Context: an optimization exercise on an open-source flow, tuned for small area. The choices shown serve that exercise and are no tape-out recipe. Only simulation tests tie the RTL to the original design; equivalence was not proved. No activity file was given, so power comes from the tool's default toggle rates.

==> module bht_btb, before the edit <==
module bht_btb
#(
    parameter int XLEN  = 32,
    parameter int IDX_W = 6,
    parameter int TAG_W = 8
) (
    input  logic             clk,
    input  logic             rst,
    input  logic [IDX_W-1:0] rd_idx,
    input  logic [TAG_W-1:0] rd_tag_cmp,
    output logic             rd_hit,
    output logic [XLEN-1:0]  rd_tgt,
    input  logic             upd_en,
    input  logic             upd_branch,
    input  logic             upd_jump,
    input  logic             upd_taken,
    input  logic [IDX_W-1:0] upd_idx,
    input  logic [TAG_W-1:0] upd_tag,
    input  logic [XLEN-1:0]  upd_tgt
);
    localparam int ENTRIES = 1 << IDX_W;
    localparam int DW      = TAG_W + XLEN;    
    localparam int RW      = DW + 1;          
    logic r_pol;
    always_ff @(posedge clk or posedge rst) begin
        if (rst) r_pol <= 1'b0;
        else     r_pol <= ~r_pol;
    end
    logic [ENTRIES-1:0] w_cnt_we;      
    logic [ENTRIES-1:0] w_rd_oh;
    logic [7:0] w_rd_hi;
    logic [7:0] w_rd_lo;
    assign w_rd_hi = 8'(1) << rd_idx[5:3];
    assign w_rd_lo = 8'(1) << rd_idx[2:0];
    for (genvar i = 0; i < ENTRIES; i++) begin : g_rsel
        logic w_sel_n;
        npc_nand2 u_n (.a(w_rd_hi[i/8]), .b(w_rd_lo[i%8]), .y(w_sel_n));
        npc_inv   u_i (.a(w_sel_n), .y(w_rd_oh[i]));
    end
    logic w_cnt_en;
    logic w_dat_en;
    assign w_cnt_en = upd_en & (upd_branch | upd_jump);
    assign w_dat_en = upd_en & upd_taken;
    logic [7:0] w_hi;
    logic [7:0] w_hi_n;
    logic [7:0] w_lo_c;
    logic [7:0] w_lo_c_n;
    logic [7:0] w_lo_d;
    assign w_hi     = 8'(1) << upd_idx[5:3];
    assign w_hi_n   = ~w_hi;
    assign w_lo_c   = {8{w_cnt_en}} & (8'(1) << upd_idx[2:0]);
    assign w_lo_c_n = ~w_lo_c;
    assign w_lo_d   = {8{w_dat_en}} & (8'(1) << upd_idx[2:0]);
    logic [1:0] w_cu_raw;
    logic       w_cu1;
    logic       w_cu0;
    logic       w_cn1;
    logic       w_cn0;
    assign w_cu1 = w_cu_raw[1] ^ r_pol;
    assign w_cu0 = ~(w_cu_raw[0] ^ r_pol);
    always_comb begin
        if (upd_jump) begin
            w_cn1 = 1'b1;
            w_cn0 = 1'b1;
        end else if (upd_taken) begin
            w_cn1 = w_cu1 | w_cu0;
            w_cn0 = w_cu1 | ~w_cu0;
        end else begin
            w_cn1 = w_cu1 & w_cu0;
            w_cn0 = w_cu1 & ~w_cu0;
        end
    end
    logic [1:0]    w_cw;
    logic [DW-1:0] w_dw;
    logic [1:0] w_cw_n;
    assign w_cw_n = ~({w_cn1, ~w_cn0} ^ {2{r_pol}});
    for (genvar b = 0; b < 2; b++) begin : g_cw
        npc_inv u_i (.a(w_cw_n[b]), .y(w_cw[b]));
    end
    for (genvar b = 0; b < DW; b++) begin : g_dw
        logic w_dw_n;
        npc_xnor2 u_x (.a(b < XLEN ? upd_tgt[b % XLEN] : upd_tag[(b - XLEN) % TAG_W]), .b(r_pol), .y(w_dw_n));
        npc_inv   u_i (.a(w_dw_n), .y(w_dw[b]));
    end
    logic [1:0]    w_c_arr [ENTRIES];
    logic [DW-1:0] w_d_arr [ENTRIES];
    for (genvar i = 0; i < ENTRIES; i++) begin : g_entry
        logic [1:0]    r_cnt;     
        logic [DW-1:0] r_data;    
        logic [1:0]    w_cnt_nx;
        logic [DW-1:0] w_data_nx;
        logic          w_cwe;
        logic          w_ckeep;
        logic          w_dwe;
        logic          w_dkeep;
        npc_nor2  u_cwe   (.a(w_hi_n[i/8]), .b(w_lo_c_n[i%8]), .y(w_cwe));
        npc_nand2 u_ckeep (.a(w_hi[i/8]),   .b(w_lo_c[i%8]),   .y(w_ckeep));
        npc_nand2 u_dkeep (.a(w_hi[i/8]),   .b(w_lo_d[i%8]),   .y(w_dkeep));
        npc_inv   u_dwe   (.a(w_dkeep), .y(w_dwe));
        for (genvar b = 0; b < 2; b++) begin : g_cbit
            npc_o22ai u_sel (.a1(r_cnt[b]), .a2(w_cwe), .b1(w_cw[b]), .b2(w_ckeep), .y(w_cnt_nx[b]));
        end
        for (genvar b = 0; b < DW; b++) begin : g_dbit
            npc_o22ai u_sel (.a1(r_data[b]), .a2(w_dwe), .b1(w_dw[b]), .b2(w_dkeep), .y(w_data_nx[b]));
        end
        always_ff @(posedge clk or posedge rst) begin
            if (rst) r_cnt <= 2'b00;
            else     r_cnt <= w_cnt_nx;
        end
        always_ff @(posedge clk) begin
            r_data <= w_data_nx;
        end
        assign w_cnt_we[i] = w_cwe;
        assign w_c_arr[i]  = r_cnt;
        assign w_d_arr[i] = r_data;
    end
    logic [RW-1:0] w_rd_raw;
    logic [RW-1:0] w_rd;
    for (genvar b = 0; b < RW; b++) begin : g_rbit
        logic [ENTRIES-1:0] w_col;
        for (genvar i = 0; i < ENTRIES; i++) begin : g_col
            if (b < DW) begin : g_d
                assign w_col[i] = w_d_arr[i][b];
            end else begin : g_c
                assign w_col[i] = w_c_arr[i][1];
            end
        end
        npc_rdmux64 u_mux (.sel(w_rd_oh), .d(w_col), .y(w_rd_raw[b]));
    end
    for (genvar b = 0; b < 2; b++) begin : g_ubit
        logic [ENTRIES-1:0] w_col;
        for (genvar i = 0; i < ENTRIES; i++) begin : g_col
            assign w_col[i] = w_c_arr[i][b];
        end
        npc_rdmux64 u_mux (.sel(w_cnt_we), .d(w_col), .y(w_cu_raw[b]));
    end
    assign w_rd   = w_rd_raw ^ {RW{r_pol}};
    assign rd_hit = w_rd[DW] & (w_rd[XLEN +: TAG_W] == rd_tag_cmp);
    assign rd_tgt = w_rd[XLEN-1:0];
endmodule
export LEC_CHECK = 0
export CAP_MARGIN = 10
export CORE_MARGIN = 2
export CORE_UTILIZATION = 55
export CTS_BUF_LIST = sky130_fd_sc_hd__clkbuf_16
export CTS_CLUSTER_DIAMETER = 100
export CTS_CLUSTER_SIZE = 25
export SETUP_SLACK_MARGIN = 0.1
export SLEW_MARGIN = 15
export SYNTH_HIERARCHICAL = 1
create_clock -name core_clock -period 10.0 [get_ports {clk}]
standard.sh (not shown) runs the stock make flow with config.mk's settings and CLKGATE_MAP_FILE= SYNTH_SCRIPT=/design/flow/synth_recipe.tcl, a recipe that flattens the netlist after the stock synthesis.
==> flow/flow/run.sh <==
#!/bin/bash
# Own layout flow: the standard layout (standard.sh, all ORFS steps),
# except that the buffers ORFS puts on the ports use the smallest buffer
# cell instead of the one buffer_ports picks by default.
# make's full output goes to standard.log; ORFS keeps each step's log
# under orfs/logs/.
set -euo pipefail
export BUFFER_PORTS_ARGS="-buffer_cell sky130_fd_sc_hd__buf_1"
bash standard.sh > standard.log 2>&1
Edit:
--- a/flow/design.v
+++ b/flow/design.v
@@ -115,17 +115,20 @@
         logic [DW-1:0] w_data_nx;
         logic          w_cwe;
         logic          w_ckeep;
-        logic          w_dwe;
-        logic          w_dkeep;
+        logic [2:0]    w_dwe;      
+        logic [2:0]    w_dkeep;
         npc_nor2  u_cwe   (.a(w_hi_n[i/8]), .b(w_lo_c_n[i%8]), .y(w_cwe));
         npc_nand2 u_ckeep (.a(w_hi[i/8]),   .b(w_lo_c[i%8]),   .y(w_ckeep));
-        npc_nand2 u_dkeep (.a(w_hi[i/8]),   .b(w_lo_d[i%8]),   .y(w_dkeep));
-        npc_inv   u_dwe   (.a(w_dkeep), .y(w_dwe));
+        for (genvar h = 0; h < 3; h++) begin : g_half
+            npc_nand2 u_dkeep (.a(w_hi[i/8]), .b(w_lo_d[i%8]), .y(w_dkeep[h]));
+            npc_inv   u_dwe   (.a(w_dkeep[h]), .y(w_dwe[h]));
+        end
         for (genvar b = 0; b < 2; b++) begin : g_cbit
             npc_o22ai u_sel (.a1(r_cnt[b]), .a2(w_cwe), .b1(w_cw[b]), .b2(w_ckeep), .y(w_cnt_nx[b]));
         end
         for (genvar b = 0; b < DW; b++) begin : g_dbit
-            npc_o22ai u_sel (.a1(r_data[b]), .a2(w_dwe), .b1(w_dw[b]), .b2(w_dkeep), .y(w_data_nx[b]));
+            npc_o22ai u_sel (.a1(r_data[b]), .a2(w_dwe[b*3/DW]), .b1(w_dw[b]), .b2(w_dkeep[b*3/DW]),
+                             .y(w_data_nx[b]));
         end
         always_ff @(posedge clk or posedge rst) begin
             if (rst) r_cnt <= 2'b00;
After rerunning: Setup slack is better by 0.096 ns. Final cell count is higher by 1.3%. Synthesized cell count increases by 3.3%. Synthesized area went up by 1.1%. Sequential power stays flat. Fmax grows by 1.0%. Count of clock-buffer cells in the layout decreases by 2.

[port drivers added, routing unchanged]
How much do the figures lean on ideal ports? The routed layouts below were timed once more, with nothing changed but the port constraints. Step 1 sets driving cells, clkbuf_16 on the clock port and buf_2 on the other inputs (assumed; they add their load-dependent delay and slew). Step 2 times the ports against the registers' clock, not the clock port: input delays grow and output delays shrink by t, the midpoint of the rising clock arrivals with the driver on. Three values: ideal, step 1, step 2; two values: the first two.
| run | t, ns | setup WS [ns] | worst setup path at the end | worst data-port slew with drivers (ns) |
|---|---|---|---|---|
| the first run | 0.901 | 0.323 / 0.232 / 1.090 | input to register | 0.10 |
| the second run | 0.891 | 0.419 / 0.329 / 0.859 | input to register | 0.13 |
After both steps setup and hold are still met in every run listed.
